Background: an optimization exercise with open tools, aiming at small area, a short achievable clock period and few clock cycles. Do not read the settings as production practice. At most, simulation tests tie the RTL to the original design; equivalence was not proved. Function not checked in runs 1 to 4 and 6: the RTL went through the layout flow alone. No activity file was given, so power comes from the tool's default toggle rates.

[flow/run.sh]
#!/bin/bash
# synth_recipe.tcl (not shown) runs the flow's synth.tcl, then flattens the netlist and writes it again
# the make line also repeats each setting of config.mk as NAME=value (left out here)
make -C /OpenROAD-flow-scripts/flow DESIGN_CONFIG=/design/flow/config.mk WORK_HOME=/design/flow/orfs CLKGATE_MAP_FILE= SYNTH_SCRIPT=/design/flow/synth_recipe.tcl finish
[flow/config.mk]
export PLATFORM = sky130hd
export DESIGN_NAME = indel_edit_distance_traceback
export DESIGN_NICKNAME = indel_edit_distance_traceback
export VERILOG_FILES = /design/flow/design.v
export SDC_FILE = /design/flow/constraint.sdc
export NUM_CORES = 4
export LEC_CHECK = 0
export CAP_MARGIN = 20
export CORE_MARGIN = 2
export CORE_UTILIZATION = 40
export SLEW_MARGIN = 20
[flow/constraint.sdc]
create_clock -name core_clock -period 7.0 [get_ports {clk}]
set_input_delay 1.4000 -clock core_clock [delete_from_list [all_inputs] [get_ports {clk}]]
set_output_delay 1.4000 -clock core_clock [all_outputs]
set_load 0.01 [all_outputs]
[flow/design.v]
package edt_pkg;
  localparam int MAX_LEN_DEF = 16;
  localparam logic REG_BASE_LEN   = 1'b0;
  localparam logic REG_TARGET_LEN = 1'b1;
  localparam logic [1:0] KIND_MATCH  = 2'd0;
  localparam logic [1:0] KIND_INSERT = 2'd1;
  localparam logic [1:0] KIND_REMOVE = 2'd2;
  typedef enum logic [1:0] {
    FS_IDLE,
    FS_RUN,
    FS_DONE
  } fstate_t;
endpackage
module edt_cell #(
  parameter int MAX_LEN = edt_pkg::MAX_LEN_DEF
) (
  input  logic [MAX_LEN-1:0] v_in,
  input  logic [MAX_LEN-1:0] m,
  output logic [MAX_LEN-1:0] v_out,
  output logic               lcs_inc
);
  localparam int LV = $clog2(MAX_LEN);
  logic [MAX_LEN-1:0] g [LV+1];
  logic [MAX_LEN-1:0] p [LV+1];
  logic [MAX_LEN-1:0] hs, c;
  always_comb begin
    g[0] = v_in & m;
    p[0] = v_in & ~m;
    for (int l = 0; l < LV; l++) begin
      for (int i = 0; i < MAX_LEN; i++) begin
        if (i >= (1 << l)) begin
          g[l+1][i] = g[l][i] | (p[l][i] & g[l][i-(1<<l)]);
          p[l+1][i] = p[l][i] & p[l][i-(1<<l)];
        end else begin
          g[l+1][i] = g[l][i];
          p[l+1][i] = p[l][i];
        end
      end
    end
    c       = {g[LV][MAX_LEN-2:0], 1'b0};
    hs      = p[0] ^ c;          
    v_out   = hs | p[0];
    lcs_inc = g[LV][MAX_LEN-1];
  end
endmodule
module indel_edit_distance_traceback #(
  parameter int MAX_LEN = edt_pkg::MAX_LEN_DEF
) (
  input  logic         clk,
  input  logic         rst,
  input  logic         cfg_we,
  input  logic         cfg_index,
  input  logic [4:0]   cfg_data,
  input  logic         load_valid,
  output logic         load_ready,
  input  logic [3:0]   load_position,
  input  logic [7:0]   load_base_symbol,
  input  logic [7:0]   load_target_symbol,
  input  logic         load_last_load,
  output logic         result_valid,
  input  logic         result_ready,
  output logic [1:0]   result_op_kind,
  output logic [7:0]   result_op_symbol,
  output logic signed [4:0] result_base_index,
  output logic [5:0]   result_distance,
  output logic         result_last_op
);
  logic [4:0] base_length, target_length;
  logic [4:0] blen_eff, tlen_eff;
  assign blen_eff = (base_length > 5'd16) ? 5'd16 : base_length;
  assign tlen_eff = (target_length > 5'd16) ? 5'd16 : target_length;
  always_ff @(posedge clk) begin
    if (rst) begin
      base_length   <= 5'd15;
      target_length <= 5'd15;
    end else if (cfg_we) begin
      if (cfg_index == edt_pkg::REG_TARGET_LEN) target_length <= cfg_data;
      else base_length <= cfg_data;
    end
  end
  logic             ready_q;
  logic [15:0][7:0] bstore, tstore;
  logic             ps_v;            
  logic [4:0]       ps_b, ps_t;
  logic             wb_v;            
  logic [3:0]       wb_p;
  logic [7:0]       wb_t;
  logic             f_busy, f_mv, f_wv, f_par, f_e11;
  logic [4:0]       f_b, f_t, f_r;
  logic [3:0]       f_rp, f_ws;
  logic [15:0]      f_v, f_mq, f_uv;
  logic [7:0]       f_sq, f_ls, f_bl;
  logic [5:0]       f_d;
  logic [15:0][7:0] f_base;
  logic [15:0][15:0] ring_v;
  logic [15:0][7:0]  ring_t;
  logic             t_act, t_par, t_e11;
  logic [4:0]       t_x, t_y;
  logic [15:0]      t_soh, t_yoh;    
  logic [5:0]       t_dist;
  logic [15:0]      t_r0;            
  logic [7:0]       t_t0, t_b0;      
  logic [15:0][7:0] t_base;
  logic             f_start, xfer, tr_free;
  logic        load_fire, start, ld_tw, ld_unsafe, wb_unsafe, wb_drain, wb_v_n;
  logic [15:0] ld_dec, wb_dec, tw_en;
  assign load_ready = ready_q;
  assign load_fire  = load_valid && ready_q;
  assign start      = load_fire && load_last_load;
  assign ld_tw      = {1'b0, load_position} < tlen_eff;
  always_comb begin
    for (int i = 0; i < 16; i++) begin
      ld_dec[i] = (load_position == 4'(i));
      wb_dec[i] = (wb_p == 4'(i));
    end
  end
  assign ld_unsafe = |(ld_dec & f_uv);
  assign wb_unsafe = |(wb_dec & f_uv);
  assign wb_drain  = wb_v && (!wb_unsafe || f_start);
  assign wb_v_n    = wb_v ? !wb_drain : (load_fire && ld_tw && ld_unsafe);
  always_comb begin
    for (int i = 0; i < 16; i++) begin
      tw_en[i] = wb_v ? (wb_dec[i] && wb_drain)
                      : (load_fire && ld_tw && ld_dec[i] && !f_uv[i]);
    end
  end
  always_ff @(posedge clk) begin
    for (int i = 0; i < 16; i++) begin
      if (load_fire && ({1'b0, load_position} < blen_eff) && ld_dec[i]) begin
        bstore[i] <= load_base_symbol;
      end
      if (tw_en[i]) begin
        tstore[i] <= wb_v ? wb_t : load_target_symbol;
      end
    end
    if (!wb_v) begin
      wb_p <= load_position;
      wb_t <= load_target_symbol;
    end
    if (start) begin
      ps_b <= blen_eff;
      ps_t <= tlen_eff;
    end
  end
  logic [15:0] f_m, f_vn, ps_dec;
  logic [7:0]  f_sym, ps_bl;
  logic        f_inc, f_more, ring_ok, f_step, f_done, m_load;
  logic [3:0]  f_slot;
  logic [5:0]  f_dn;
  assign f_sym = tstore[f_rp];
  always_comb begin
    for (int i = 0; i < 16; i++) f_m[i] = (5'(i) < f_b) && (f_base[i] == f_sym);
  end
  edt_cell #(.MAX_LEN(16)) u_row (
    .v_in   (f_v),
    .m      (f_mq),
    .v_out  (f_vn),
    .lcs_inc(f_inc)
  );
  assign f_dn    = f_inc ? (f_d - 6'd1) : (f_d + 6'd1);
  assign f_more  = (f_r != f_t);
  assign ring_ok = !t_act || ((6'(f_r) + 6'(t_x)) <= 6'd15);
  assign f_step  = f_busy && f_mv && f_more && ring_ok;
  assign f_done  = f_busy && (!f_more || (f_step && ((f_r + 5'd1) == f_t)));
  assign m_load  = f_busy && (!f_mv || f_step);
  assign f_slot  = f_r[3:0] ^ {4{f_par}};
  assign xfer    = f_done && tr_free;
  assign f_start = ps_v && (!f_busy || xfer);
  always_comb begin
    ps_bl = '0;
    for (int i = 0; i < 16; i++) begin
      ps_dec[i] = ((ps_b[3:0] - 4'd1) == 4'(i));
      ps_bl     = ps_bl | (bstore[i] & {8{ps_dec[i]}});
    end
  end
  always_ff @(posedge clk) begin
    if (rst) begin
      f_busy <= 1'b0;
      ps_v   <= 1'b0;
      wb_v   <= 1'b0;
      f_wv   <= 1'b0;
      f_uv   <= '0;
    end else begin
      if (f_start) f_busy <= 1'b1;
      else if (xfer) f_busy <= 1'b0;
      if (start) ps_v <= 1'b1;
      else if (f_start) ps_v <= 1'b0;
      wb_v <= wb_v_n;
      f_wv <= f_step;
      for (int i = 0; i < 16; i++) begin
        f_uv[i] <= f_start ? (5'(i) < ps_t)
                           : (f_busy && (5'(i) < f_t) && (5'(i) >= f_r));
      end
    end
  end
  always_ff @(posedge clk) begin
    if (rst) begin
      ready_q <= 1'b1;
    end else begin
      ready_q <= !(wb_v_n || start || (ps_v && !f_start));
    end
  end
  always_ff @(posedge clk) begin
    if (f_start) begin
      f_b    <= ps_b;
      f_t    <= ps_t;
      f_r    <= '0;
      f_rp   <= '0;
      f_mv   <= 1'b0;
      f_v    <= '1;
      f_d    <= 6'(ps_b);
      f_par  <= ~f_par;
      f_base <= bstore;
      f_bl   <= ps_bl;
    end else begin
      if (m_load) begin
        f_mq <= f_m;
        f_sq <= f_sym;
        f_rp <= f_rp + 4'd1;
        f_mv <= 1'b1;
      end
      if (f_step) begin
        f_r  <= f_r + 5'd1;
        f_v  <= f_vn;
        f_d  <= f_dn;
        f_ls <= f_sq;
        if (f_r == '0) f_e11 <= f_mq[0];
      end
    end
    f_ws <= f_slot;
    for (int i = 0; i < 16; i++) begin
      if (f_wv && (f_ws == 4'(i))) begin
        ring_v[i] <= f_v;
        ring_t[i] <= f_ls;
      end
    end
  end
  logic [15:0] soh_n, yoh_n, r_n;
  logic [7:0]  t_n, b_n, sym;
  logic        t_hb, eq, xz, yz, x1, y1, dx, dy, emit_fire, t_last;
  logic [1:0]  kind;
  assign soh_n = t_par ? {t_soh[14:0], t_soh[15]} : {t_soh[0], t_soh[15:1]};
  assign yoh_n = {1'b0, t_yoh[15:1]};
  always_comb begin
    r_n = '0;
    t_n = '0;
    b_n = '0;
    for (int i = 0; i < 16; i++) begin
      r_n = r_n | (ring_v[i] & {16{soh_n[i]}});
      t_n = t_n | (ring_t[i] & {8{soh_n[i]}});
      b_n = b_n | (t_base[i] & {8{yoh_n[i]}});
    end
  end
  assign t_hb = |(t_r0 & t_yoh);
  assign eq   = (t_t0 == t_b0);
  assign xz   = (t_x == 5'd0);
  assign yz   = (t_y == 5'd0);
  assign x1   = (t_x == 5'd1);
  assign y1   = (t_y == 5'd1);
  always_comb begin
    dx   = 1'b0;
    dy   = 1'b0;
    kind = edt_pkg::KIND_REMOVE;
    if (yz) begin
      dx = 1'b1;
    end else if (xz) begin
      kind = edt_pkg::KIND_INSERT;
      dy   = 1'b1;
    end else if (eq) begin
      kind = edt_pkg::KIND_MATCH;
      dx   = 1'b1;
      dy   = 1'b1;
    end else if (t_hb) begin
      kind = edt_pkg::KIND_INSERT;
      dy   = 1'b1;
    end else begin
      dx = 1'b1;
    end
  end
  assign sym = (kind == edt_pkg::KIND_INSERT) ? t_b0 : t_t0;
  assign t_last    = (yz && x1) || (xz && y1) || (x1 && y1 && t_e11);
  assign emit_fire = t_act && (!result_valid || result_ready);
  assign tr_free   = !t_act || (emit_fire && t_last);
  always_ff @(posedge clk) begin
    if (rst) begin
      t_act <= 1'b0;
    end else if (xfer) begin
      t_act <= (f_b != '0) || (f_t != '0);
    end else if (emit_fire && t_last) begin
      t_act <= 1'b0;
    end
  end
  always_ff @(posedge clk) begin
    if (xfer) begin
      t_x    <= f_t;
      t_y    <= f_b;
      t_par  <= f_par;
      t_dist <= f_step ? f_dn : f_d;
      t_base <= f_base;
      t_r0   <= f_step ? f_vn : f_v;
      t_t0   <= f_step ? f_sq : f_ls;
      t_b0   <= f_bl;
      t_e11  <= (f_r == '0) ? f_mq[0] : f_e11;
      for (int i = 0; i < 16; i++) begin
        t_soh[i] <= (((f_t[3:0] - 4'd1) ^ {4{f_par}}) == 4'(i));
        t_yoh[i] <= ((f_b[3:0] - 4'd1) == 4'(i));
      end
    end else if (emit_fire) begin
      if (dx) begin
        t_x   <= t_x - 5'd1;
        t_soh <= soh_n;
        t_r0  <= r_n;
        t_t0  <= t_n;
      end
      if (dy) begin
        t_y   <= t_y - 5'd1;
        t_yoh <= yoh_n;
        t_b0  <= b_n;
      end
    end
  end
  always_ff @(posedge clk) begin
    if (rst) begin
      result_valid <= 1'b0;
    end else if (emit_fire) begin
      result_valid <= 1'b1;
    end else if (result_ready) begin
      result_valid <= 1'b0;
    end
  end
  always_ff @(posedge clk) begin
    if (emit_fire) begin
      result_op_kind    <= kind;
      result_op_symbol  <= sym;
      result_base_index <= t_y - 5'd1;
      result_distance   <= t_dist;
      result_last_op    <= t_last;
    end
  end
endmodule
==> results of run 1 <==
-- how the worst min path moves through the flow --
| stage | startpoint | end | slack (ps) | depth (start not counted) |
|---|---|---|---|---|
| 2_1_floorplan | t_dist[0] | result_distance[0] | 400 | 0 |
| 3_3_place_gp | t_dist[2] | result_distance[2] | 420 | 0 |
| 3_5_place_dp | t_dist[2] | result_distance[2] | 410 | 0 |
| 4_1_cts | t_dist[3] | result_distance[3] | 440 | 0 |
| 5_1_grt | t_dist[3] | result_distance[3] | 450 | 0 |
| 6_report | t_dist[3] | result_distance[3] | 440 | 0 |
-- cells in the mapped netlist, drive strengths merged, types with 5 or more instances --
library cell | number | share of area [%]
a21oi | 87 | 0.96
o22ai | 7 | 0.096
nor2 | 155 | 1.3
dfxtp | 77 | 3.4
xor2 | 77 | 1.5
a222oi | 10 | 0.22
clkbuf | 118 | 0.97
a22oi | 174 | 2.9
mux2 | 63 | 1.6
a32o | 13 | 0.29
xnor2 | 86 | 1.7
nand2 | 147 | 1.2
and3 | 24 | 0.33
or3b | 5 | 0.096
nand2b | 30 | 0.41
a221oi | 65 | 1.2
a211oi | 15 | 0.26
nand4 | 33 | 0.45
o31ai | 13 | 0.21
a22o | 61 | 1.2
ha | 25 | 0.69
inv | 34 | 0.28
o21ai | 48 | 0.53
o32ai | 21 | 0.40
nor3b | 7 | 0.12
a41oi | 17 | 0.33
nor4 | 26 | 0.38
a31oi | 23 | 0.32
o211ai | 9 | 0.15
nor3 | 41 | 0.45
a32oi | 11 | 0.21
edfxtp | 1058 | 70
or3 | 11 | 0.15
or2 | 9 | 0.12
nor2b | 19 | 0.26
mux4 | 34 | 1.7
a21o | 21 | 0.35
a211o | 7 | 0.13
nand3 | 66 | 0.72
mux2i | 41 | 0.92
buf | 52 | 0.66
-- power groups by stage --
stage	Clock [mW]	Combinational [mW]	Sequential [mW]
global route	6.33	1.84	8.16
detailed placement	0	1.70	8.26
finish	5.98	1.71	8.12
CTS	6.05	1.71	8.12
floorplan	0	1.27	8.06
global placement	0	1.67	8.23
-- cell type report --
type,count,area share [%]
sequential,1135,64.6
multi-input combinational,1565,22.3
clock buffer,151,5.96
tap,1500,3.64
timing repair buffer,121,2.12
clock inverter,56,1.07
inverter,34,0.267
antenna,4,0.0194
-- kinds of logic after synthesis --
group	after synthesis	share of synthesized area, %
buffers and inverters	204	1.91
AO/OA/AOI/OAI	646	10.6
AND/OR/NAND/NOR	591	6.31
adder cells (fa/ha/maj)	27	0.774
multiplexers	138	4.15
XOR/XNOR	163	3.13
flip-flops	1135	73.1
-- stage by stage --
| stage | cell area (µm²) | hold slack, ps | std cells | power (mW) |
|---|---|---|---|---|
| floorplan | 45600 | 400 | 2904 | 9.33 |
| global route | 51500 | 454 | 4563 | 16.3 |
| finish | 51600 | 437 | 4566 | 15.8 |
| CTS | 51500 | 445 | 4562 | 15.9 |
| detailed placement | 47900 | 412 | 4355 | 9.96 |
| global placement | 47900 | 421 | 4354 | 9.91 |
-- cells in the final DEF, fill, tap and decap left out, types with 17 or more instances in the layout --
master,netlist,layout
edfxtp_1,1058,1058
a22oi_1,174,174
nand2_1,147,147
nor2_1,155,142
clkbuf_16,0,116
xnor2_1,86,86
a21oi_1,86,86
xor2_1,77,77
dfxtp_1,77,76
nand3_1,66,66
a221oi_1,65,65
buf_4,3,63
mux2_2,62,62
a22o_1,61,61
clkdlybuf4s50_1,0,55
o21ai_0,46,44
mux2i_1,39,39
nor3_1,41,37
mux4_2,34,34
nand4_1,33,33
inv_1,33,32
clkbuf_1,117,31
nand2b_1,30,30
ha_1,25,25
nor4_1,24,24
and3_1,24,24
a31oi_1,23,23
clkinv_2,0,23
a21o_1,21,21
nor2b_1,19,19
o32ai_1,21,18
a41oi_1,17,17
-- flip-flops by register name (all words and copies together), names as in the netlist, 8 cells and up --
register          cells
f_uv                 16
tstore              128
t_b0                  8
t_r0                 16
f_base              128
f_ls                  8
f_sq                  8
t_soh                16
wb_t                  8
ring_v              256
f_mq                 16
result_op_symbol      8
t_t0                  8
t_base              120
ring_t              128
f_v                  16
t_yoh                16
f_bl                  8
bstore              128
-- metal layers --
metal,GRT usage [%],wire [µm]
met5,0,0
met3,3.56,11500
met4,7.29,4270
met2,36.5,63800
met1,33.1,57000
==> flow_summary.json, run 1 <==
{
  "via_per_inst": 6.03,
  "synth_seq_area_share_pct": 73.1,
  "ir_worst_vdd_v": 0.000222,
  "post-cts-setup-buffer-count": 0,
  "ys_warn_count": 4,
  "endpoint_kind": "register",
  "die_y_um": 342,
  "gp_congestion": 0.948,
  "rsz0062_at_grt": "no",
  "endpoint": "t_base[27]",
  "fp.dieW_um": 342,
  "post-place-ws_ps": 1900,
  "ys_ff_latch": 1135,
  "worstSetupStartpoint": "f_r[2]",
  "fin_util_pct": 45.7,
  "drcViolationCount": 0,
  "post_drt_wl_per_cell_um": 29.9,
  "power_switching_mw": 3.94,
  "portBuffers": 55,
  "synth_fp_nets": 2963,
  "drv_cap": 0,
  "dpl.hpwl_um": 89000,
  "grt_max_degree": 113,
  "clkPwrFrac_pct": 37.8,
  "clock-sinks": 1135,
  "pwr-share-seq_pct": 51.4,
  "hold_violations": 0,
  "io_pins": 56,
  "synth_edf_count": 1058,
  "async_flop_share_pct": 0,
  "finalCritPeriodShare_pct": 70.2,
  "synthDistinctLibCells": 81,
  "antenna_found_initial": 1,
  "powerDensity_nw_per_um2": 307,
  "fin_nets": 3028,
  "drtAntennaViolNets": 0,
  "drt-initial-drc-count": 3930,
  "final-max-slew-violation-count": 0,
  "slowest_stage": "dfxtp_1",
  "ctsHoldBuffers": 0,
  "grt_pass1_wl_um": 195000,
  "power_leakage_nw": 16.5,
  "synth_ff_type": "edfxtp_1",
  "power.share.switching_pct": 24.9,
  "cts_resized": 0,
  "p_int_mw": 11.9,
  "p_comb_share_pct": 10.8,
  "path_cells": "ha_1, a31oi_1, a31oi_1, o21ai_0, nand4_1, a211o_4, inv_6, buf_12",
  "syn_inst": 2904,
  "layout-drive-gt1-share_pct": 12.2,
  "reg2reg_from": "f_r[2]",
  "synthToLayoutAreaGrowth_pct": 13.1,
  "finClkSkew_ps": 25.9,
  "cp-start-kind": "register",
  "ff_latch_area_um2": 33300,
  "core_um2": 113000,
  "slowest_delay_ps": 830,
  "cp.depth": 8,
  "cts_tree": "done",
  "clkLatencyLatePin_ps": 690,
  "period_needed_ps": 4910,
  "die_area_um2": 117000,
  "track_usage_pct": 23.1,
  "hp-class": "reg2reg",
  "fillers": 9633,
  "setup_slack_ps": 2090,
  "tightest_slew_ps": 1100,
  "syn_area_per_cell_um2": 15.7,
  "crit_arrival_ps": 5240,
  "grt_pass1_vias": 26300,
  "totalWireLength_um": 137000,
  "r2r_slack_ps": 2090,
  "crit_family": "compound AO/OA/AOI/OAI gates",
  "status": "timing/DRC/antenna clean",
  "cts_max_path_buffers": 3,
  "overflow": 0,
  "setup_tns_ps": 0,
  "h-tree-depth": 3,
  "initial_core_util_pct": 40.4,
  "netlist_area_um2": 45600,
  "cts-root-buf": "clkbuf_16",
  "rows": 123,
  "num_vias": 27500,
  "setup_violations": 0,
  "critPathMostFrequentCell": "a31oi_1",
  "relSlewSlack_pct": 24.8,
  "worst-path-buf-inv": 2,
  "worstPathRequired_ps": 7320,
  "clk_pin_slew_worst_paths_ps": 60,
  "dr.pass1.iters": 8,
  "multi_input_comb_area_um2": 11500,
  "crit_type": "reg2reg",
  "reg2reg_depth": 8,
  "r2r-end": "t_base[27]",
  "path_max_fanout": 112,
  "cts_buffers": 112,
  "fmax_mhz": 204
}
==> inputs of run 2 (changes only) <==
--- a/flow/config.mk
+++ b/flow/config.mk
@@ -8,4 +8,5 @@
 export CAP_MARGIN = 20
 export CORE_MARGIN = 2
 export CORE_UTILIZATION = 40
+export SETUP_SLACK_MARGIN = 4.3
 export SLEW_MARGIN = 20
==> flow_summary.json, run 2 <==
{
  "path_max_fanout": 5,
  "finClkSkew_ps": 27.2,
  "cp-start-kind": "register",
  "drtAntennaViolNets": 0,
  "layout_common_cells": "1058 x edfxtp_1, 173 x a22oi_1, 138 x buf_4",
  "grt_use_met2_pct": 43.3,
  "endpoint_kind": "register",
  "final-max-slew-violation-count": 0,
  "track_usage_pct": 26.7,
  "crit_arrival_ps": 3850,
  "clk_pin_slew_worst_paths_ps": 60,
  "grt_max_degree": 49,
  "dr.pass1.iters": 7,
  "via_per_inst": 6.19,
  "largest_register_ffs": 256,
  "totalWireLength_um": 160000,
  "h-tree-depth": 3,
  "setup_tns_ps": 0,
  "hp-class": "reg2reg",
  "syn_inst": 2904,
  "final_common_cell": "edfxtp_1",
  "fp.dieW_um": 342,
  "status": "timing/DRC/antenna clean",
  "ir_worst_vdd_v": 0.000198,
  "cts_max_path_buffers": 3,
  "met3_usage_pct": 4.59,
  "grt_pass1_wl_um": 222000,
  "post-synth-top-area-fraction_pct": 69.7,
  "initial_core_util_pct": 40.4,
  "cts_tree": "done",
  "die_y_um": 342,
  "synthDistinctLibCells": 81,
  "syn_area_per_cell_um2": 15.7,
  "rows": 123,
  "drv_cap": 0,
  "synth_ff_type": "edfxtp_1",
  "ctsHoldBuffers": 0,
  "clock-sinks": 1135,
  "synth_edf_count": 1058,
  "synth_seq_area_share_pct": 73.1,
  "clkLatencyLatePin_ps": 710,
  "fillers": 8623,
  "tightest_slew_ps": 1200,
  "fin_nets": 3377,
  "finalCritPeriodShare_pct": 48.3,
  "powerDensity_nw_per_um2": 290,
  "path_cells": "a21o_1, a222oi_1, o32a_1, o21ai_1, and2_4, ha_4, a211oi_2, o21bai_1, a21oi_2, buf_4, or4b_4, nand3_4, xnor2_1",
  "num_vias": 30400,
  "period_needed_ps": 3380,
  "grt_pass1_vias": 29700,
  "layout-drive-gt1-share_pct": 32.7,
  "grt_busiest_layer": "met2",
  "die_area_um2": 117000,
  "overflow": 0,
  "synth_fp_nets": 2963,
  "core_um2": 113000,
  "drcViolationCount": 0,
  "netlist_area_um2": 45600,
  "crit_family": "compound AO/OA/AOI/OAI gates",
  "cts_buffers": 115,
  "ys_ff_latch": 1135,
  "rsz0062_at_grt": "yes",
  "cts-root-buf": "clkbuf_16",
  "dpl.hpwl_um": 89900,
  "slowest_delay_ps": 510,
  "power_leakage_nw": 20.0,
  "fmax_mhz": 296,
  "post_drt_wl_per_cell_um": 32.5,
  "setup_violations": 0,
  "multi_input_comb_area_um2": 14300,
  "top_register": "ring_v",
  "antenna_found_initial": 2,
  "io_pins": 56,
  "synthToLayoutAreaGrowth_pct": 32.5,
  "met1_usage_pct": 34.3,
  "relSlewSlack_pct": 19.5,
  "portBuffers": 55,
  "worstPathRequired_ps": 7460,
  "hold_violations": 0,
  "yosys.area.top_type": "edfxtp_1",
  "ff_latch_area_um2": 33400,
  "drt-initial-drc-count": 4155,
  "gp_congestion": 0.938,
  "netlist_top_cells_count": "1058 x edfxtp_1, 174 x a22oi_1, 155 x nor2_1",
  "fin_util_pct": 53.5,
  "slowest_stage": "edfxtp_1",
  "async_flop_share_pct": 0,
  "crit_type": "reg2reg",
  "yosysMostFrequentCell": "edfxtp_1",
  "worst-path-buf-inv": 1,
  "ys_warn_count": 4,
  "yosys-top-cells-area": "edfxtp_1 70%, dfxtp_1 3.4%, a22oi_1 2.9%, mux4_2 1.7%, xnor2_1 1.7%"
}
## run 2: cell counts after synthesis
Identical to the previous run, type by type.
## run 2: what timing repair did
item / 4_1_cts / 5_1_grt
cloned: 97 / 7
setup endpoints to repair: 856 / 807
gates resized for setup: 680 / 210
pin swaps: 139 / 75
buffers inserted: 210 / 51
## run 2: power breakdown
part	switching [mW]	total, mW	leakage (nW)	internal (mW)
clock network	2.64	6.39	1.94	3.75
logic	1.54	2.98	7.90	1.44
registers	0.391	8.15	10.1	7.76
## run 2: cell families (layout without fill, tap and decap cells)
| group | after synthesis | in the layout | synth area share, % |
|---|---|---|---|
| AO/OA/AOI/OAI | 646 | 652 | 10.6 |
| XOR/XNOR | 163 | 163 | 3.13 |
| adder cells (fa/ha/maj) | 27 | 27 | 0.774 |
| buffers and inverters | 204 | 710 | 1.91 |
| flip-flops | 1135 | 1135 | 73.1 |
| multiplexers | 138 | 139 | 4.15 |
| other | 0 | 1 | 0 |
| AND/OR/NAND/NOR | 591 | 592 | 6.31 |
## run 2: through the flow
step	power, mW	instances	cell area (µm²)	setup WS [ps]	hold slack (ps)
global placement	9.97	4335	48400	2360	414
global route	18.0	4918	60400	3560	435
CTS	17.1	4860	58700	3640	433
finish	17.5	4919	60400	3620	428
detailed placement	10.0	4336	48400	2280	410
floorplan	9.41	2904	46500	3460	400
## run 2: layout make-up
| class | count | area share (%) |
|---|---|---|
| Timing Repair inverter | 31 | 1.07 |
| Clock buffer | 145 | 5.17 |
| Clock inverter | 72 | 1.35 |
| Tap cell | 1500 | 3.11 |
| Inverter | 34 | 0.294 |
| Antenna cell | 1 | 0.00414 |
| Sequential cell | 1135 | 55.3 |
| Multi-Input combinational cell | 1573 | 23.6 |
| Timing Repair Buffer | 428 | 10.1 |
## run 2: final timing paths
kind	start	to	slack, ps	cells past startpoint
hold reg to reg	t_dist[3]	result_distance[3]	430	0
setup / recovery	f_mq[11]	t_dist[5]	3620	13
hold / removal	t_dist[3]	result_distance[3]	430	0
setup reg to reg	f_mq[11]	t_dist[5]	3620	13
## run 2: per-layer routing
layer	part of all wire, %	vias to the layer above
met2	47	2003
met3	8.9	481
li1	-	12500
met1	37	15500
met5	0	-
met4	6.7	0
==> inputs of run 3 (changes only) <==
--- a/flow/config.mk
+++ b/flow/config.mk
@@ -8,5 +8,5 @@
 export CAP_MARGIN = 20
 export CORE_MARGIN = 2
 export CORE_UTILIZATION = 40
-export SETUP_SLACK_MARGIN = 4.3
+export SETUP_SLACK_MARGIN = 3.8
 export SLEW_MARGIN = 20
==> flow_summary.json, run 3 <==
{
  "r2r_slack_ps": 3590,
  "status": "timing/DRC/antenna clean",
  "hold_violations": 0,
  "gp_congestion": 0.940,
  "relSlewSlack_pct": 19.9,
  "fin_util_pct": 48.0,
  "yosys.area.top_type": "edfxtp_1",
  "hp-class": "reg2reg",
  "syn_area_per_cell_um2": 15.7,
  "layout-drive-gt1-share_pct": 18.7,
  "cts_tree": "done",
  "grt_pass1_wl_um": 199000,
  "crit_type": "reg2reg",
  "ys_ff_latch": 1135,
  "fin_nets": 3134,
  "hp-start": "t_dist[3]",
  "drv_cap": 0,
  "r2r-end": "t_dist[5]",
  "ff_latch_area_um2": 33400,
  "die_area_um2": 117000,
  "synthToLayoutAreaGrowth_pct": 18.9,
  "io_pins": 56,
  "synth_fp_nets": 2963,
  "initial_core_util_pct": 40.4,
  "synth_seq_area_share_pct": 73.1,
  "reg2reg_depth": 13,
  "final-max-slew-violation-count": 0,
  "drcViolationCount": 0,
  "worstPathRequired_ps": 7460,
  "reg2reg_from": "f_v[0]",
  "clk_pin_slew_worst_paths_ps": 70,
  "setup_tns_ps": 0,
  "power_switching_mw": 4.21,
  "power.share.switching_pct": 25.3,
  "grt_max_degree": 53,
  "pwr-share-seq_pct": 48.9,
  "rsz0062_at_grt": "yes",
  "syn_inst": 2904,
  "rows": 123,
  "finClkSkew_ps": 35.1,
  "grt_pass1_vias": 27400,
  "ir_worst_vdd_v": 0.000206,
  "powerDensity_nw_per_um2": 307,
  "cp-start-kind": "register",
  "overflow": 0,
  "track_usage_pct": 23.6,
  "p_comb_share_pct": 13.0,
  "layout_common_cells": "1058 x edfxtp_1, 174 x a22oi_1, 146 x nand2_1",
  "multi_input_comb_area_um2": 12300,
  "fillers": 9392,
  "dr.pass1.iters": 8,
  "clkPwrFrac_pct": 38.1,
  "tightest_slew_ps": 1190,
  "final_common_cell": "edfxtp_1",
  "synthDistinctLibCells": 81,
  "async_flop_share_pct": 0,
  "yosysMostFrequentCell": "edfxtp_1",
  "h-tree-depth": 3,
  "via_per_inst": 6.08,
  "largest_register_ffs": 256,
  "core_um2": 113000,
  "cts_max_path_buffers": 3,
  "period_needed_ps": 3410,
  "post-synth-top-area-fraction_pct": 69.7,
  "drtAntennaViolNets": 0,
  "antenna_found_initial": 3,
  "dpl.hpwl_um": 88900,
  "crit_arrival_ps": 3870,
  "cts_buffers": 115,
  "netlist_top_cells_count": "1058 x edfxtp_1, 174 x a22oi_1, 155 x nor2_1",
  "clkLatencyLatePin_ps": 730,
  "fmax_mhz": 294,
  "ctsHoldBuffers": 0,
  "num_vias": 28400,
  "top_register": "ring_v",
  "cts-root-buf": "clkbuf_16",
  "path_max_fanout": 12,
  "power_leakage_nw": 17.5,
  "hold_path_end": "result_distance[3]",
  "post_drt_wl_per_cell_um": 30.5,
  "netlist_area_um2": 45600,
  "totalWireLength_um": 143000,
  "ys_warn_count": 4,
  "fp.dieW_um": 342,
  "drt-initial-drc-count": 4279,
  "finalCritPeriodShare_pct": 48.7,
  "p_int_mw": 12.4,
  "die_y_um": 342,
  "yosys-top-cells-area": "edfxtp_1 70%, dfxtp_1 3.4%, a22oi_1 2.9%, mux4_2 1.7%, xnor2_1 1.7%",
  "synth_edf_count": 1058,
  "portBuffers": 55,
  "synth_ff_type": "edfxtp_1",
  "endpoint_kind": "register",
  "setup_violations": 0,
  "clock-sinks": 1135,
  "hold_path_depth": 0
}
-- run 3: changes by cell type in the layout (fill, tap and decap cells not counted), sizes merged, moves of 3 or more --
cell,previous run,this run
buf,395,159
clkdlybuf4s50,27,47
inv,54,40
clkinv,62,52
dlygate4sd2,0,4
a211o,10,7
-- run 3: cell families (layout without fill, tap and decap cells) --
logic type	count (synthesis)	after routing	synth area share [%]
mux	138	139	4.15
fa+ha+maj	27	27	0.774
flops	1135	1135	73.1
buf+inv	204	473	1.91
simple gates	591	591	6.31
xor+xnor	163	163	3.13
other cells	0	1	0
compound gates	646	647	10.6
-- run 3: worst max-delay path by stage --
| stage | to | from | slack [ps] | depth (start not counted) |
|---|---|---|---|---|
| after floorplan | tstore[32] | load_position[0] | 3460 | 7 |
| after global placement | bstore[3] | load_position[1] | 2260 | 8 |
| after detailed placement | bstore[3] | load_position[0] | 2100 | 8 |
| after CTS | f_base[109] | t_x[0] | 3700 | 10 |
| after global routing | t_dist[5] | f_mq[6] | 3520 | 13 |
| final | t_dist[5] | f_v[0] | 3590 | 13 |
-- run 3: through the flow --
| step | power (mW) | setup slack, ps | instances | hold slack [ps] | instance area, µm² |
|---|---|---|---|---|---|
| floorplan | 9.36 | 3460 | 2904 | 400 | 46100 |
| global placement | 9.89 | 2260 | 4337 | 423 | 48200 |
| detailed placement | 9.95 | 2100 | 4337 | 419 | 48200 |
| CTS | 16.4 | 3700 | 4611 | 426 | 53200 |
| global route | 17.1 | 3520 | 4675 | 436 | 54200 |
| finish | 16.6 | 3590 | 4676 | 426 | 54200 |
-- run 3: routing by layer --
metal  GRT usage, %  vias to the layer above  part of all wire, %
met3           3.94                      311                  9.0
met2           37.5                     1729                   47
met5              0                        -                    0
met4           8.69                        0                  4.3
li1               -                    11900                    -
met1           32.8                    14500                   40
-- run 3: worst max-delay path, stage by stage (launching register included) --
cell and delay [ps]:
dfxtp_4 500, a211oi_4 130, o211a_1 240, o32a_1 410
o21ai_1 160, and2_4 230, ha_4 220, a211oi_2 190
o21bai_1 100, a21oi_2 290, nor3b_2 110, a211oi_2 300
nand3_4 130, xnor2_1 140
-- run 3: area by class of cell --
cell class | instances | area share [%]
flip-flops and latches | 1135 | 61.6
multi-input cells | 1567 | 22.8
clock buffers | 141 | 5.67
repair buffers | 218 | 4.51
well taps | 1500 | 3.46
clock inverters | 76 | 1.57
inverters | 34 | 0.314
repair inverters | 4 | 0.0832
diodes | 1 | 0.00462
-- run 3: power by group through the flow --
stage | sequential (mW) | combinational (mW) | clock [mW]
2_1_floorplan | 8.06 | 1.30 | 0
3_3_place_gp | 8.26 | 1.63 | 0
3_5_place_dp | 8.29 | 1.66 | 0
4_1_cts | 8.12 | 1.88 | 6.37
5_1_grt | 8.15 | 2.29 | 6.65
6_report | 8.13 | 2.16 | 6.33
-- run 3: timing repair --
action | in CTS | in global routing
endpoints found under the setup margin | 777 | 460
resized for setup | 111 | 64
pin swaps | 33 | 15
gates cloned | 10 | 10
buffers inserted | 47 | 54
==> inputs of run 4 (changes only) <==
--- a/flow/config.mk
+++ b/flow/config.mk
@@ -8,5 +8,5 @@
 export CAP_MARGIN = 20
 export CORE_MARGIN = 2
 export CORE_UTILIZATION = 40
-export SETUP_SLACK_MARGIN = 3.8
+export SETUP_SLACK_MARGIN = 3.3
 export SLEW_MARGIN = 20
==> flow_summary.json, run 4 <==
{
  "status": "timing/DRC/antenna clean",
  "cp-start-kind": "primary input",
  "power_leakage_nw": 16.7,
  "dp.cells": 4342,
  "synthDistinctLibCells": 81,
  "rsz0062_at_grt": "yes",
  "hp-start": "t_dist[5]",
  "worst-path-buf-inv": 3,
  "final_common_cell": "edfxtp_1",
  "hp-class": "reg2reg",
  "hold_path_depth": 0,
  "synth_ff_type": "edfxtp_1",
  "met3_usage_pct": 3.82,
  "hold_slack_ps": 416,
  "gp_congestion": 0.915,
  "grt_max_degree": 95,
  "fmax_mhz": 275,
  "clock-sinks": 1135,
  "fp.dieW_um": 342,
  "ctsHoldBuffers": 0,
  "fillers": 9495,
  "cts_buffers": 112,
  "finalCritPeriodShare_pct": 52.0,
  "die_y_um": 342,
  "drt-initial-drc-count": 3608,
  "drv_cap": 0,
  "setup_tns_ps": 0,
  "clkLatencyLatePin_ps": 710,
  "final-max-slew-violation-count": 0,
  "n_antenna_cell": 0,
  "crit_type": "in2reg",
  "num_vias": 27700,
  "grt_busiest_layer": "met2",
  "worstSetupStartpoint": "load_position[0]",
  "setup_violations": 0,
  "period_needed_ps": 3640,
  "yosysMostFrequentCell": "edfxtp_1",
  "clk_pin_slew_worst_paths_ps": 60,
  "dr.pass1.iters": 6,
  "die_area_um2": 117000,
  "io_pins": 56,
  "initial_core_util_pct": 40.4,
  "reg2reg_from": "f_rp[0]",
  "cts_max_path_buffers": 3,
  "endpoint_kind": "register",
  "ys_warn_count": 4,
  "layout_common_cells": "1058 x edfxtp_1, 174 x a22oi_1, 146 x nand2_1",
  "drcViolationCount": 0,
  "r2r-end": "f_mq[3]",
  "grt_use_met2_pct": 37.1,
  "post-synth-top-area-fraction_pct": 69.7,
  "cts-root-buf": "clkbuf_16",
  "post_drt_wl_per_cell_um": 29.8,
  "instances_no_fill": 4581,
  "fin_nets": 3040,
  "top_register": "ring_v",
  "reg2reg_depth": 9,
  "grt_pass1_vias": 27000,
  "path_max_fanout": 15,
  "syn_area_per_cell_um2": 15.7,
  "largest_register_ffs": 256,
  "relSlewSlack_pct": 22.4,
  "slowest_stage": "or3b_2",
  "track_usage_pct": 23.1,
  "r2r_slack_ps": 3400,
  "rows": 123,
  "slowest_delay_ps": 500,
  "finClkSkew_ps": 32.9,
  "hold_path_end": "result_distance[5]",
  "drtAntennaViolNets": 0,
  "netlist_area_um2": 45600,
  "cts_tree": "done",
  "via_per_inst": 6.04,
  "core_um2": 113000,
  "ys_ff_latch": 1135,
  "syn_inst": 2904,
  "grt_pass1_wl_um": 195000,
  "overflow": 0,
  "totalWireLength_um": 136000,
  "yosys-top-cells-area": "edfxtp_1 70%, dfxtp_1 3.4%, a22oi_1 2.9%, mux4_2 1.7%, xnor2_1 1.7%",
  "met1_usage_pct": 31.4,
  "path_cells": "dlygate4sd2_1, or3b_2, a21o_1, a21o_1, a21oi_1, o2111a_1, nand3b_1, buf_4, o32ai_2, buf_4",
  "layout-drive-gt1-share_pct": 14.7,
  "synth_edf_count": 1058,
  "synth_seq_area_share_pct": 73.1,
  "netlist_top_cells_count": "1058 x edfxtp_1, 174 x a22oi_1, 155 x nor2_1",
  "antenna_found_initial": 1,
  "crit_family": "compound AO/OA/AOI/OAI gates",
  "crit_arrival_ps": 4040,
  "h-tree-depth": 3,
  "yosys.area.top_type": "edfxtp_1",
  "dpl.hpwl_um": 88500,
  "hold_violations": 0,
  "synth_fp_nets": 2963,
  "synthToLayoutAreaGrowth_pct": 14.9,
  "ir_worst_vdd_v": 0.000209,
  "worstPathRequired_ps": 7400,
  "powerDensity_nw_per_um2": 306,
  "async_flop_share_pct": 0,
  "portBuffers": 55,
  "tightest_slew_ps": 1160
}
[run 4: cell families after synthesis]
kind of cell / after synthesis / share of synthesized area (%)
flops: 1135 / 73.1
compound gates: 646 / 10.6
simple gates: 591 / 6.31
buf+inv: 204 / 1.91
xor+xnor: 163 / 3.13
mux: 138 / 4.15
fa+ha+maj: 27 / 0.774
[run 4: metrics by stage]
stage / area [µm²] / utilization (%) / power, mW / setup slack (ps)
5_1_grt: 52300 / 46.4 / 16.5 / 3270
6_report: 52300 / 46.4 / 16.0 / 3360
4_1_cts: 52100 / 46.2 / 16.0 / 3300
2_1_floorplan: 45600 / - / 9.33 / 3180
3_3_place_gp: 47800 / 42.4 / 9.90 / 2030
3_5_place_dp: 47800 / 42.4 / 9.95 / 1910
[run 4: final cells by class]
cell class / instances / area [µm²] / share of cell area [%]
sequential: 1135 / 33300 / 63.7
multi-input combinational: 1566 / 11900 / 22.8
clock buffer: 145 / 3050 / 5.83
tap: 1500 / 1880 / 3.59
timing repair buffer: 131 / 1290 / 2.47
clock inverter: 69 / 672 / 1.28
inverter: 34 / 156 / 0.299
timing repair inverter: 1 / 8.76 / 0.0167
[run 4: routing by layer]
layer,wire length [µm],vias to the layer above
met1,55100,14100
met2,63800,1582
met4,5680,0
li1,-,11700
met5,0,-
met3,11800,259
[run 4: what timing repair did]
item / CTS / global route
endpoints found under the setup margin: 698 / 500
resized for setup: 90 / 33
gates cloned: 2 / 1
buffers inserted: 14 / 8
hold endpoints to repair: 0 / 0
pin swaps: 6 / 7
[run 4: power by group]
part	leakage, nW	switching (mW)	internal, mW
logic	4.80	1.08	0.737
clock network	1.82	2.59	3.49
registers	10.1	0.370	7.76
total	16.7	4.04	12.0
[run 4: worst max-delay path by stage]
stage / endpoint / slack, ps / depth (start not counted)
after global placement: tstore[37] / 2030 / 8
after global routing: tstore[105] / 3270 / 9
final: tstore[59] / 3360 / 10
after floorplan: tstore[100] / 3180 / 7
after detailed placement: tstore[55] / 1910 / 8
after CTS: t_y[2] / 3300 / 11
==> inputs of run 5 (changes only) <==
--- a/flow/design.v
+++ b/flow/design.v
@@ -85,7 +85,7 @@
   logic             wb_v;            
   logic [3:0]       wb_p;
   logic [7:0]       wb_t;
-  logic             f_busy, f_mv, f_wv, f_par, f_e11;
+  logic             f_busy, f_mv, f_wv, f_par, f_e11, f_more, f_lr, f_rok, f_incq, f_fv;
   logic [4:0]       f_b, f_t, f_r;
   logic [3:0]       f_rp, f_ws;
   logic [15:0]      f_v, f_mq, f_uv;
@@ -98,10 +98,11 @@
   logic [4:0]       t_x, t_y;
   logic [15:0]      t_soh, t_yoh;    
   logic [5:0]       t_dist;
+  logic             t_fv, t_fi;      
   logic [15:0]      t_r0;            
   logic [7:0]       t_t0, t_b0;      
   logic [15:0][7:0] t_base;
-  logic             f_start, xfer, tr_free;
+  logic             f_start, xfer, tr_free, emit_fire, dx;
   logic        load_fire, start, ld_tw, ld_unsafe, wb_unsafe, wb_drain, wb_v_n;
   logic [15:0] ld_dec, wb_dec, tw_en;
   assign load_ready = ready_q;
@@ -144,9 +145,11 @@
   end
   logic [15:0] f_m, f_vn, ps_dec;
   logic [7:0]  f_sym, ps_bl;
-  logic        f_inc, f_more, ring_ok, f_step, f_done, m_load;
+  logic        f_inc, f_step, f_done, m_load;
   logic [3:0]  f_slot;
   logic [5:0]  f_dn;
+  logic [5:0]  f_rt;
+  assign f_rt = 6'(f_r) + 6'(t_x);
   assign f_sym = tstore[f_rp];
   always_comb begin
     for (int i = 0; i < 16; i++) f_m[i] = (5'(i) < f_b) && (f_base[i] == f_sym);
@@ -157,11 +160,9 @@
     .v_out  (f_vn),
     .lcs_inc(f_inc)
   );
-  assign f_dn    = f_inc ? (f_d - 6'd1) : (f_d + 6'd1);
-  assign f_more  = (f_r != f_t);
-  assign ring_ok = !t_act || ((6'(f_r) + 6'(t_x)) <= 6'd15);
-  assign f_step  = f_busy && f_mv && f_more && ring_ok;
-  assign f_done  = f_busy && (!f_more || (f_step && ((f_r + 5'd1) == f_t)));
+  assign f_dn    = f_incq ? (f_d - 6'd1) : (f_d + 6'd1);    
+  assign f_step  = f_busy && f_mv && f_more && f_rok;
+  assign f_done  = f_busy && (!f_more || (f_step && f_lr));
   assign m_load  = f_busy && (!f_mv || f_step);
   assign f_slot  = f_r[3:0] ^ {4{f_par}};
   assign xfer    = f_done && tr_free;
@@ -209,6 +210,8 @@
       f_mv   <= 1'b0;
       f_v    <= '1;
       f_d    <= 6'(ps_b);
+      f_more <= (ps_t != '0);
+      f_lr   <= (ps_t == 5'd1);
       f_par  <= ~f_par;
       f_base <= bstore;
       f_bl   <= ps_bl;
@@ -220,13 +223,22 @@
         f_mv <= 1'b1;
       end
       if (f_step) begin
-        f_r  <= f_r + 5'd1;
-        f_v  <= f_vn;
-        f_d  <= f_dn;
-        f_ls <= f_sq;
+        f_r    <= f_r + 5'd1;
+        f_v    <= f_vn;
+        f_ls   <= f_sq;
+        f_more <= !f_lr;
+        f_lr   <= ((f_r + 5'd2) == f_t);
         if (f_r == '0) f_e11 <= f_mq[0];
       end
     end
+    if (!f_start && f_fv) f_d <= f_dn;
+    f_fv   <= f_step && !f_start;
+    f_incq <= f_inc;
+    case ({f_step, emit_fire && dx})
+      2'b10:   f_rok <= !t_act || (f_rt <= 6'd15);
+      2'b01:   f_rok <= !t_act || (f_rt <= 6'd17);
+      default: f_rok <= !t_act || (f_rt <= 6'd16);
+    endcase
     f_ws <= f_slot;
     for (int i = 0; i < 16; i++) begin
       if (f_wv && (f_ws == 4'(i))) begin
@@ -237,8 +249,10 @@
   end
   logic [15:0] soh_n, yoh_n, r_n;
   logic [7:0]  t_n, b_n, sym;
-  logic        t_hb, eq, xz, yz, x1, y1, dx, dy, emit_fire, t_last;
+  logic        t_hb, eq, xz, yz, x1, y1, dy, t_last;
   logic [1:0]  kind;
+  logic [5:0]  t_dc;
+  assign t_dc = t_fv ? (t_fi ? (t_dist - 6'd1) : (t_dist + 6'd1)) : t_dist;
   assign soh_n = t_par ? {t_soh[14:0], t_soh[15]} : {t_soh[0], t_soh[15:1]};
   assign yoh_n = {1'b0, t_yoh[15:1]};
   always_comb begin
@@ -295,7 +309,9 @@
       t_x    <= f_t;
       t_y    <= f_b;
       t_par  <= f_par;
-      t_dist <= f_step ? f_dn : f_d;
+      t_dist <= f_fv ? f_dn : f_d;
+      t_fv   <= f_step;
+      t_fi   <= f_inc;
       t_base <= f_base;
       t_r0   <= f_step ? f_vn : f_v;
       t_t0   <= f_step ? f_sq : f_ls;
@@ -305,7 +321,11 @@
         t_soh[i] <= (((f_t[3:0] - 4'd1) ^ {4{f_par}}) == 4'(i));
         t_yoh[i] <= ((f_b[3:0] - 4'd1) == 4'(i));
       end
-    end else if (emit_fire) begin
+    end else begin
+      t_dist <= t_dc;
+      t_fv   <= 1'b0;
+    end
+    if (!xfer && emit_fire) begin
       if (dx) begin
         t_x   <= t_x - 5'd1;
         t_soh <= soh_n;
@@ -333,7 +353,7 @@
       result_op_kind    <= kind;
       result_op_symbol  <= sym;
       result_base_index <= t_y - 5'd1;
-      result_distance   <= t_dist;
+      result_distance   <= t_dc;
       result_last_op    <= t_last;
     end
   end
--- a/flow/config.mk
+++ b/flow/config.mk
@@ -8,5 +8,5 @@
 export CAP_MARGIN = 20
 export CORE_MARGIN = 2
 export CORE_UTILIZATION = 40
-export SETUP_SLACK_MARGIN = 3.3
+export SETUP_SLACK_MARGIN = 3.6
 export SLEW_MARGIN = 20
==> flow_summary.json, run 5 <==
{
  "synth_seq_area_share_pct": 71.3,
  "layout_common_cells": "987 x edfxtp_1, 211 x nand2_1, 154 x dfxtp_1",
  "pwr-share-seq_pct": 46.7,
  "rows": 124,
  "ys_ff_latch": 1142,
  "grt_max_degree": 77,
  "portBuffers": 55,
  "clkPwrFrac_pct": 33.6,
  "drcViolationCount": 0,
  "path_cells": "clkdlybuf4s50_1, buf_12, ha_1, nor2_1, o211a_1, a41oi_1, or3_4, o32ai_4, buf_12",
  "power_switching_mw": 5.60,
  "num_vias": 27700,
  "clock-sinks": 1142,
  "post-synth-top-area-fraction_pct": 64.5,
  "critPathMostFrequentCell": "buf_12",
  "finalCritPeriodShare_pct": 47.5,
  "die_area_um2": 118000,
  "p_comb_share_pct": 19.7,
  "hold_violations": 0,
  "fillers": 9716,
  "die_y_um": 343,
  "async_flop_share_pct": 0,
  "yosys.area.top_type": "edfxtp_1",
  "r2r_slack_ps": 3720,
  "status": "timing/DRC/antenna clean",
  "power.share.switching_pct": 30.0,
  "cp-start-kind": "primary input",
  "hp-start": "bstore[68]",
  "ir_worst_vdd_v": 0.000205,
  "netlist_top_cells_count": "987 x edfxtp_1, 213 x nand2_1, 155 x dfxtp_1",
  "syn_area_per_cell_um2": 15.2,
  "final_common_cell": "edfxtp_1",
  "hold_slack_ps": 445,
  "synthToLayoutAreaGrowth_pct": 16.0,
  "period_needed_ps": 3330,
  "layout-drive-gt1-share_pct": 14.0,
  "io_pins": 56,
  "drv_cap": 0,
  "finClkSkew_ps": 74.2,
  "powerDensity_nw_per_um2": 351,
  "post_drt_wl_per_cell_um": 27.5,
  "netlist_area_um2": 45900,
  "synth_edf_count": 987,
  "dr.pass1.iters": 6,
  "totalWireLength_um": 130000,
  "hp-class": "reg2reg",
  "cts-root-buf": "clkbuf_16",
  "crit_arrival_ps": 3750,
  "track_usage_pct": 21.9,
  "gp_congestion": 0.903,
  "endpoint_kind": "register",
  "syn_inst": 3013,
  "fin_nets": 3188,
  "hold_path_depth": 0,
  "fp.dieW_um": 343,
  "setup_violations": 0,
  "final-max-slew-violation-count": 0,
  "h-tree-depth": 3,
  "drt-initial-drc-count": 3431,
  "cts_max_path_buffers": 3,
  "r2r-end": "f_mq[5]",
  "relSlewSlack_pct": 26.3,
  "slowest_stage": "or3_4",
  "setup_tns_ps": 0,
  "ys_warn_count": 4,
  "fin_util_pct": 46.7,
  "grt_pass1_wl_um": 187000,
  "dpl.hpwl_um": 82400,
  "core_um2": 114000,
  "worstPathRequired_ps": 7420,
  "power_leakage_nw": 17.4,
  "largest_register_ffs": 256,
  "tightest_slew_ps": 1100,
  "clk_pin_slew_worst_paths_ps": 60,
  "overflow": 0,
  "via_per_inst": 5.84,
  "path_max_fanout": 18,
  "yosysMostFrequentCell": "edfxtp_1",
  "cts_tree": "done",
  "clkLatencyLatePin_ps": 730,
  "top_register": "ring_v",
  "synth_ff_type": "edfxtp_1",
  "slowest_delay_ps": 510,
  "reg2reg_depth": 9,
  "cts_buffers": 115,
  "hold_path_end": "f_base[68]",
  "crit_type": "in2reg",
  "yosys-top-cells-area": "edfxtp_1 65%, dfxtp_1 6.8%, a221oi_1 2.3%, a22o_1 2.3%, mux2i_1 2.0%",
  "fmax_mhz": 301,
  "reg2reg_from": "f_rp[1]",
  "synth_fp_nets": 3083,
  "rsz0062_at_grt": "yes",
  "ctsHoldBuffers": 0,
  "initial_core_util_pct": 40.3,
  "grt_pass1_vias": 26500,
  "synthDistinctLibCells": 87,
  "drtAntennaViolNets": 0,
  "antenna_found_initial": 1,
  "p_int_mw": 13.1
}
-- run 5: cell count changes in the layout (fill, tap and decap cells not counted), sizes merged, moves of 54 or more --
cell	delta
a221oi	+56
a22o	+59
a22oi	-133
dfxtp	+78
edfxtp	-71
mux2i	+54
nand2	+66
-- run 5: worst max-delay path by stage --
stage / start / endpoint / slack (ps) / cells past startpoint
floorplan: load_position[1] / bstore[0] / 3400 / 7
global placement: result_ready / tstore[16] / 2000 / 8
detailed placement: result_ready / tstore[22] / 1870 / 8
CTS: t_yoh[6] / f_rok / 3560 / 12
global route: load_position[3] / tstore[106] / 3570 / 10
finish: load_position[3] / tstore[33] / 3670 / 9
-- run 5: logic make-up (layout without fill, tap and decap cells) --
| group | after synthesis | count (layout) | synth area share (%) |
|---|---|---|---|
| DFF | 1142 | 1142 | 71.3 |
| AOI/OAI and AO/OA | 628 | 628 | 10.2 |
| and+or+nand+nor | 619 | 619 | 6.58 |
| buffers and inverters | 230 | 437 | 2.24 |
| muxes | 182 | 182 | 5.27 |
| xor gates and xnor gates | 174 | 174 | 3.32 |
| adders and majority gates | 38 | 38 | 1.08 |
| other | 0 | 2 | 0 |
-- run 5: worst max-delay path, delay by kind of cell --
| kind | cells | cell delay (ps) |
|---|---|---|
| simple gates | 2 | 620 |
| fa+ha+maj | 1 | 250 |
| buf+inv | 3 | 860 |
| compound gates | 3 | 610 |
-- run 5: repair_timing --
item                                    in CTS  in global routing
endpoints found under the setup margin     521                347
buffers inserted                            35                  2
endpoints found under the hold margin        0                  0
pin swaps                                   17                  4
cloned                                       2                  1
gates resized for setup                     56                 14
-- run 5: area by class of cell --
class                      count  area, µm²  area share [%]
timing repair inverter         2       17.5          0.0329
multi-input combinational   1641      12800            24.1
timing repair buffer         155       1620            3.05
tap                         1512       1890            3.55
clock inverter                75        792            1.49
inverter                      61        260           0.488
sequential                  1142      32700            61.5
antenna                        2       5.00         0.00939
clock buffer                 144       3110            5.85
-- run 5: stage by stage --
stage	instance area, µm²	cells	setup WS [ps]	power [mW]
5_1_grt	53300	4732	3570	19.4
2_1_floorplan	46100	3013	3400	11.0
6_report	53300	4734	3670	18.7
3_3_place_gp	48300	4469	2000	12.3
4_1_cts	53100	4727	3560	18.7
3_5_place_dp	48400	4471	1870	12.3
-- run 5: routing by layer --
layer / track usage, % / vias to the layer above / part of all wire (%) / wire (µm)
met4: 8.10 / 0 / 3.8 / 5000
li1: - / 12100 / - / -
met1: 30.6 / 14000 / 42 / 54900
met2: 34.6 / 1294 / 47 / 60700
met5: 0 / - / 0 / 0
met3: 3.32 / 233 / 7.3 / 9470
-- run 5: power by group through the flow --
stage	combinational [mW]	sequential, mW	clock, mW
finish	3.68	8.74	6.28
global route	3.95	8.79	6.63
detailed placement	3.48	8.85	0
floorplan	2.53	8.43	0
CTS	3.66	8.71	6.38
global placement	3.45	8.83	0
Testbench counts of run 5, summed over its fixed seeds: cycles 24,124.
==> inputs of run 6 (changes only) <==
--- a/flow/design.v
+++ b/flow/design.v
@@ -87,7 +87,8 @@
   logic [7:0]       wb_t;
   logic             f_busy, f_mv, f_wv, f_par, f_e11, f_more, f_lr, f_rok, f_incq, f_fv;
   logic [4:0]       f_b, f_t, f_r;
-  logic [3:0]       f_rp, f_ws;
+  logic [3:0]       f_ws;
+  logic [15:0]      f_rp;            
   logic [15:0]      f_v, f_mq, f_uv;
   logic [7:0]       f_sq, f_ls, f_bl;
   logic [5:0]       f_d;
@@ -108,7 +109,7 @@
   assign load_ready = ready_q;
   assign load_fire  = load_valid && ready_q;
   assign start      = load_fire && load_last_load;
-  assign ld_tw      = {1'b0, load_position} < tlen_eff;
+  assign ld_tw      = {1'b0, load_position} < target_length;    
   always_comb begin
     for (int i = 0; i < 16; i++) begin
       ld_dec[i] = (load_position == 4'(i));
@@ -127,7 +128,7 @@
   end
   always_ff @(posedge clk) begin
     for (int i = 0; i < 16; i++) begin
-      if (load_fire && ({1'b0, load_position} < blen_eff) && ld_dec[i]) begin
+      if (load_fire && ({1'b0, load_position} < base_length) && ld_dec[i]) begin
         bstore[i] <= load_base_symbol;
       end
       if (tw_en[i]) begin
@@ -150,7 +151,10 @@
   logic [5:0]  f_dn;
   logic [5:0]  f_rt;
   assign f_rt = 6'(f_r) + 6'(t_x);
-  assign f_sym = tstore[f_rp];
+  always_comb begin
+    f_sym = '0;
+    for (int i = 0; i < 16; i++) f_sym = f_sym | (tstore[i] & {8{f_rp[i]}});
+  end
   always_comb begin
     for (int i = 0; i < 16; i++) f_m[i] = (5'(i) < f_b) && (f_base[i] == f_sym);
   end
@@ -206,7 +210,7 @@
       f_b    <= ps_b;
       f_t    <= ps_t;
       f_r    <= '0;
-      f_rp   <= '0;
+      f_rp   <= 16'd1;
       f_mv   <= 1'b0;
       f_v    <= '1;
       f_d    <= 6'(ps_b);
@@ -219,7 +223,7 @@
       if (m_load) begin
         f_mq <= f_m;
         f_sq <= f_sym;
-        f_rp <= f_rp + 4'd1;
+        f_rp <= {f_rp[14:0], f_rp[15]};
         f_mv <= 1'b1;
       end
       if (f_step) begin
--- a/flow/config.mk
+++ b/flow/config.mk
@@ -8,5 +8,5 @@
 export CAP_MARGIN = 20
 export CORE_MARGIN = 2
 export CORE_UTILIZATION = 40
-export SETUP_SLACK_MARGIN = 3.6
+export SETUP_SLACK_MARGIN = 3.9
 export SLEW_MARGIN = 20
==> flow_summary.json, run 6 <==
{
  "core_um2": 116000,
  "h-tree-depth": 3,
  "synthDistinctLibCells": 84,
  "netlist_area_um2": 46700,
  "synth_edf_count": 987,
  "power_leakage_nw": 17.6,
  "grt_max_degree": 95,
  "r2r_slack_ps": 3840,
  "totalWireLength_um": 144000,
  "synth_ff_type": "edfxtp_1",
  "relSlewSlack_pct": 20.9,
  "powerDensity_nw_per_um2": 320,
  "track_usage_pct": 23.4,
  "cp-start-kind": "register",
  "slowest_delay_ps": 600,
  "ys_warn_count": 4,
  "crit_family": "simple AND/OR/NAND/NOR gates",
  "fin_util_pct": 46.8,
  "die_y_um": 346,
  "largest_register_ffs": 256,
  "drv_cap": 0,
  "p_comb_share_pct": 14.1,
  "hold_violations": 0,
  "syn_inst": 3205,
  "rows": 125,
  "grt_pass1_wl_um": 204000,
  "worst-path-buf-inv": 1,
  "yosys-top-cells-area": "edfxtp_1 63%, dfxtp_1 7.2%, a22oi_1 2.9%, xor2_1 2.4%, a221oi_1 2.0%",
  "final_common_cell": "edfxtp_1",
  "drt-initial-drc-count": 4528,
  "setup_violations": 0,
  "gp_congestion": 0.999,
  "cts_tree": "done",
  "layout-drive-gt1-share_pct": 13.9,
  "grt_pass1_vias": 28300,
  "reg2reg_depth": 7,
  "ys_ff_latch": 1154,
  "hold_slack_ps": 445,
  "yosysMostFrequentCell": "edfxtp_1",
  "final-max-slew-violation-count": 0,
  "yosys.area.top_type": "edfxtp_1",
  "syn_area_per_cell_um2": 14.6,
  "async_flop_share_pct": 0,
  "drcViolationCount": 0,
  "power_switching_mw": 4.80,
  "hold_path_end": "f_base[94]",
  "clock-sinks": 1154,
  "netlist_top_cells_count": "987 x edfxtp_1, 211 x nand2_1, 178 x a22oi_1",
  "drtAntennaViolNets": 0,
  "worstPathRequired_ps": 7410,
  "clkLatencyLatePin_ps": 730,
  "fp.dieW_um": 346,
  "period_needed_ps": 3160,
  "hp-class": "reg2reg",
  "ir_worst_vdd_v": 0.000221,
  "synth_fp_nets": 3274,
  "num_vias": 29900,
  "crit_type": "reg2reg",
  "dpl.hpwl_um": 91000,
  "dr.pass1.iters": 6,
  "clk_pin_slew_worst_paths_ps": 60,
  "hold_path_depth": 0,
  "overflow": 0,
  "rsz0062_at_grt": "yes",
  "via_per_inst": 6.13,
  "tightest_slew_ps": 1180,
  "pwr-share-seq_pct": 49.5,
  "hp-start": "bstore[94]",
  "fin_nets": 3330,
  "fmax_mhz": 316,
  "finClkSkew_ps": 40.2,
  "path_cells": "a22o_1, a221oi_1, and4_1, buf_4, xor2_1, nand4_1, nor4_1",
  "initial_core_util_pct": 40.3,
  "clkPwrFrac_pct": 36.4,
  "reg2reg_from": "f_rp[0]",
  "layout_common_cells": "987 x edfxtp_1, 205 x nand2_1, 178 x a22oi_1",
  "top_register": "ring_v",
  "power.share.switching_pct": 27.6,
  "portBuffers": 55,
  "finalCritPeriodShare_pct": 45.2,
  "cts-root-buf": "clkbuf_16",
  "status": "timing/DRC/antenna clean",
  "p_int_mw": 12.6,
  "r2r-end": "f_mq[2]",
  "synthToLayoutAreaGrowth_pct": 16.1,
  "slowest_stage": "nor4_1",
  "post-synth-top-area-fraction_pct": 63.5,
  "endpoint_kind": "register",
  "placed_area_um2": 49100,
  "path_max_fanout": 17,
  "die_area_um2": 119000,
  "io_pins": 56,
  "stdcell_area_um2": 54200,
  "antenna_found_initial": 2,
  "setup_tns_ps": 0,
  "post_drt_wl_per_cell_um": 29.4,
  "crit_arrival_ps": 3570,
  "cts_max_path_buffers": 3,
  "synth_seq_area_share_pct": 70.7,
  "cts_buffers": 115
}
run 6: cell count changes after synthesis, moves of 33 or more:
cell,previous run,this run
xnor2_1,72,35
buf_2,12,57
a22o_1,120,87
nand3_1,57,100
a22oi_1,41,178
mux2i_1,92,42
run 6: final cells by class:
class	instances	area, µm²
fill	9916	61700
sequential	1154	33000
multi-input combinational	1775	13400
clock buffer	149	3120
tap	1524	1910
timing repair buffer	151	1710
clock inverter	65	732
inverter	61	274
timing repair inverter	3	28.8
antenna	1	2.50
run 6: through the flow:
step                      power (mW)  worst slack, ps  instances
final                           17.4             3840       4883
after global routing            17.9             3850       4882
after CTS                       17.3             3720       4873
after detailed placement        11.0             2210       4614
after global placement          11.0             2230       4613
after floorplan                 10.1             3610       3205
run 6: per-layer routing:
metal  vias to the layer above  routed length, µm  global-route usage [%]
li1                      12800                  -                       -
met1                     15100              59200                    32.6
met3                       317              12500                    4.00
met2                      1690              65400                    36.4
met5                         -                  8                       0
met4                         2               6330                    9.27
run 6: worst max-delay path by stage:
stage	slack, ps	start	endpoint	cells past startpoint
floorplan	3610	result_ready	f_mq[0]	9
CTS	3720	result_ready	f_rok	12
detailed placement	2210	result_ready	tstore[3]	8
global placement	2230	result_ready	tstore[6]	8
finish	3840	f_rp[0]	f_mq[2]	7
global route	3850	t_y[0]	f_rok	12
run 6: cells by family after synthesis:
kind of cell	after synthesis	share of synthesized area [%]
multiplexers	117	2.95
XOR/XNOR	165	3.10
adder cells (fa/ha/maj)	37	1.04
flip-flops	1154	70.7
AND/OR/NAND/NOR	676	7.03
AO/OA/AOI/OAI	778	12.6
buffers and inverters	278	2.61
run 6: power by group through the flow:
stage               sequential [mW]  clock, mW  combinational, mW
finish                         8.59       6.32               2.45
global route                   8.63       6.64               2.63
CTS                            8.56       6.38               2.40
detailed placement             8.70          0               2.31
global placement               8.69          0               2.29
floorplan                      8.30          0               1.76
run 6: what timing repair did:
item,CTS,global route
gates resized for setup,78,37
pin swaps,32,5
hold buffers,0,0
cloned,4,1
setup buffers,41,7
setup endpoints to repair,599,358
run 6: worst reg2reg max path: cells and delay by family, from the launching register on:
family	cells	cell delay, ps
and+or+nand+nor	3	1160
AOI/OAI and AO/OA	2	610
DFF	1	490
buffers and inverters	1	380
xor gates and xnor gates	1	220

[port drivers added, routing unchanged]
In the flow no input, the clock included, has a driving cell. The finished layouts below were timed again as built, in two steps.
Step 1, drivers: a clkbuf_16 drives clk and a buf_2 each remaining input, both assumed.
Step 2, shift: input delay + t, output delay - t, t = (earliest + latest rising clock arrival at the registers) / 2. This alone moves slack from input paths to output paths.
Three values: no drivers, after step 1, after step 2; two values: the first two.
| run | t, ns | slack for setup (ns) | hold WS [ns] |
|---|---|---|---|
| run 1 | 0.756 | 2.087 / 2.087 / 1.898 | 0.437 / 0.437 / 0.437 |
| run 2 | 0.774 | 3.617 / 3.617 / 3.088 | 0.428 / 0.428 / 0.428 |
| run 3 | 0.783 | 3.594 / 3.594 / 3.068 | 0.426 / 0.426 / 0.426 |
| run 4 | 0.766 | 3.359 / 3.401 / 2.639 | 0.416 / 0.416 / 0.416 |
| run 5 | 0.766 | 3.673 / 3.627 / 2.951 | 0.445 / 0.445 / 0.445 |
| run 6 | 0.779 | 3.838 / 3.838 / 3.222 | 0.445 / 0.445 / 0.445 |
After both steps every run listed still meets setup and hold. For run 5, which loses most, drivers alone change the setup slack by -0.046 ns; drivers and shift together by -0.722 ns.
